Context: an optimization exercise on an open-source flow, tuned for small area, a short achievable clock period and few clock cycles. The choices shown serve that exercise and are no tape-out recipe. Only simulation tests tie the RTL to the original design; equivalence was not proved.

== MS ==
// mm_sys_top
module mm_sys_top (
  input  wire                          arm_clk,
  input  wire                          rst,
  input  wire                          job_valid,
  input  wire [3:0]                    job_m,
  input  wire [3:0]                    job_n,
  input  wire [3:0]                    job_p,
  input  wire                          data_valid,
  input  wire [31:0]                   data_word,
  output logic                         result_valid,
  output logic [31:0]                  result_data,
  output logic                         busy,
  output logic                         done
);
==> flow/config.mk <==
export PLATFORM = sky130hd
export DESIGN_NAME = mm_sys_top
export DESIGN_NICKNAME = mm_sys_top
export VERILOG_FILES = /design/flow/design.v
export SDC_FILE = /design/flow/constraint.sdc
export NUM_CORES = 4
export LEC_CHECK = 0
export ABC_CLOCK_PERIOD_IN_PS = 3000
export CAP_MARGIN = 20
export CELL_PAD_IN_SITES_DETAIL_PLACEMENT = 1
export CORE_MARGIN = 2
export CORE_UTILIZATION = 30
export PLACE_DENSITY = 0.4
export SLEW_MARGIN = 20
export SYNTH_MEMORY_MAX_BITS = 16384
export SETUP_SLACK_MARGIN = 6.6
==> flow/constraint.sdc <==
create_clock -name core_clock -period 10.0 [get_ports {arm_clk}]
set_input_delay 2.0000 -clock core_clock [delete_from_list [all_inputs] [get_ports {arm_clk}]]
set_output_delay 2.0000 -clock core_clock [all_outputs]
set_load 0.01 [all_outputs]
standard.sh (not shown) runs the stock make flow with config.mk's settings and CLKGATE_MAP_FILE= SYNTH_SCRIPT=/design/flow/synth_recipe.tcl, a recipe that flattens the netlist after the stock synthesis.
==> flow/flow/run.sh <==
#!/bin/bash
set -e
echo "export SETUP_SLACK_MARGIN = 6.6" >> config.mk
bash standard.sh > standard.log 2>&1
MS | stages: all done | timing, DRC, antenna: all pass
Testbench counts of MS, summed over its fixed seeds: cycles 5,136.
#### Input delta (PW over MS)
==> flow/flow/run.sh <==
#!/bin/bash
set -e
echo "export SETUP_SLACK_MARGIN = 6.3" >> config.mk
bash standard.sh > standard.log 2>&1
-- flow/config.mk --
<<< MS, line 12
export CORE_UTILIZATION = 30
export PLACE_DENSITY = 0.4
>>> PW, line 12
export CORE_UTILIZATION = 60
export CTS_CLUSTER_DIAMETER = 80
export CTS_CLUSTER_SIZE = 20
export PLACE_DENSITY = 0.7
<<< MS, line 16
export SETUP_SLACK_MARGIN = 6.6
>>> PW, line 18
export SETUP_SLACK_MARGIN = 6.3
==> summary.txt <==
- PW finished all stages; the layout is clean.
- PW vs. MS: non-clock buffer share of cell area has decreased.
- Diff MS -> PW: post-route minimum period increased 130 ps; sequential share of layout area rose by 4.0 points.
- Re number of buffers and inverters on the critical path: no difference whatsoever between MS and PW.


exp/juniper:
mm_sys_top again, from the RTL that the note above started with.
export LEC_CHECK = 0
export ABC_CLOCK_PERIOD_IN_PS = 3000
export CAP_MARGIN = 20
export CELL_PAD_IN_SITES_DETAIL_PLACEMENT = 1
export CORE_MARGIN = 2
export CORE_UTILIZATION = 30
export PLACE_DENSITY = 0.4
export SLEW_MARGIN = 20
export SYNTH_MEMORY_MAX_BITS = 16384
export SETUP_SLACK_MARGIN = 6.3
create_clock -name core_clock -period 10.0 [get_ports {arm_clk}]
==> flow/flow/run.sh <==
#!/bin/bash
set -e
echo "export SETUP_SLACK_MARGIN = 6.3" >> config.mk
bash standard.sh > standard.log 2>&1
Testbench counts of exp/juniper, summed over its fixed seeds: cycles 5,136.
Changes in exp/maple relative to exp/juniper:
-- flow/config.mk --
<<< exp/juniper, line 11
export CORE_MARGIN = 2
export CORE_UTILIZATION = 30
export PLACE_DENSITY = 0.4
export SLEW_MARGIN = 20
>>> exp/maple, line 11
export CORE_MARGIN = 2
export CORE_UTILIZATION = 60
export PLACE_DENSITY = 0.7
export SLEW_MARGIN = 20
Findings:
Global routing usage on met1 in exp/maple vs exp/juniper: up 22 points
Between exp/maple and exp/juniper, it is exp/maple whose share of the final layout cell area in sequential cells is higher, by 1.4 points.
Of the two values seen for origin of the worst setup path, wcol_r[18] was produced by exp/maple and wcol_r[22] by exp/juniper.
Reported for exp/maple and exp/juniper, fraction of the mapped netlist area in simple logic gates turned out identical to the last digit.
Final worst-path cycle share: exp/maple > exp/juniper
The tap cell instance count in exp/maple sits 51% below the value recorded for exp/juniper.
Critical path depth, exp/maple and exp/juniper: larger value in exp/maple
On exp/maple: final period demand of the worst path is 0.43 ns higher than what exp/juniper gave.
Against exp/juniper as the reference, exp/maple delivers a higher number of cells on the worst reg-to-reg path.
The post-CTS clock slew at the launch and capture registers of the worst setup and hold paths on exp/juniper is in line with that on exp/maple.
Xor and xnor area share after synthesis: exp/juniper vs exp/maple — no meaningful difference

## static timing again, ports no longer ideal
No port has a modelled driver above. Below, the same layouts with a new extraction and two added sets of constraints.
Step 1 sets driving cells, clkbuf_16 on the clock port and buf_2 on the other inputs (assumed; they add their load-dependent delay and slew).
Step 2 adds t to the input delays and takes it off the output delays; t is the mean of the earliest and latest rising clock arrival at the registers after step 1. Input paths then give back, and output paths get back, about the clock's delay inside the block.
a / b / c = ideal ports / drivers / drivers and shift; a / b = the first two.
run | t, ns | setup slack, ns | worst setup path after step 2 | slew at the worst register clock pin (ns)
MS | 0.843 | 6.318 / 6.318 / 5.867 | input to register | 0.08 / 0.08
PW | 0.767 | 6.188 / 6.188 / 5.546 | input to register | 0.10 / 0.10
exp/juniper | 0.841 | 6.352 / 6.315 / 5.607 | input to register | 0.07 / 0.07
exp/maple | 0.850 | 5.921 / 5.921 / 5.413 | input to register | 0.10 / 0.10
After both steps setup and hold are still met in every run listed. The setup slack of exp/juniper, which loses most, moves by -0.037 ns with the drivers and by -0.745 ns with both steps.
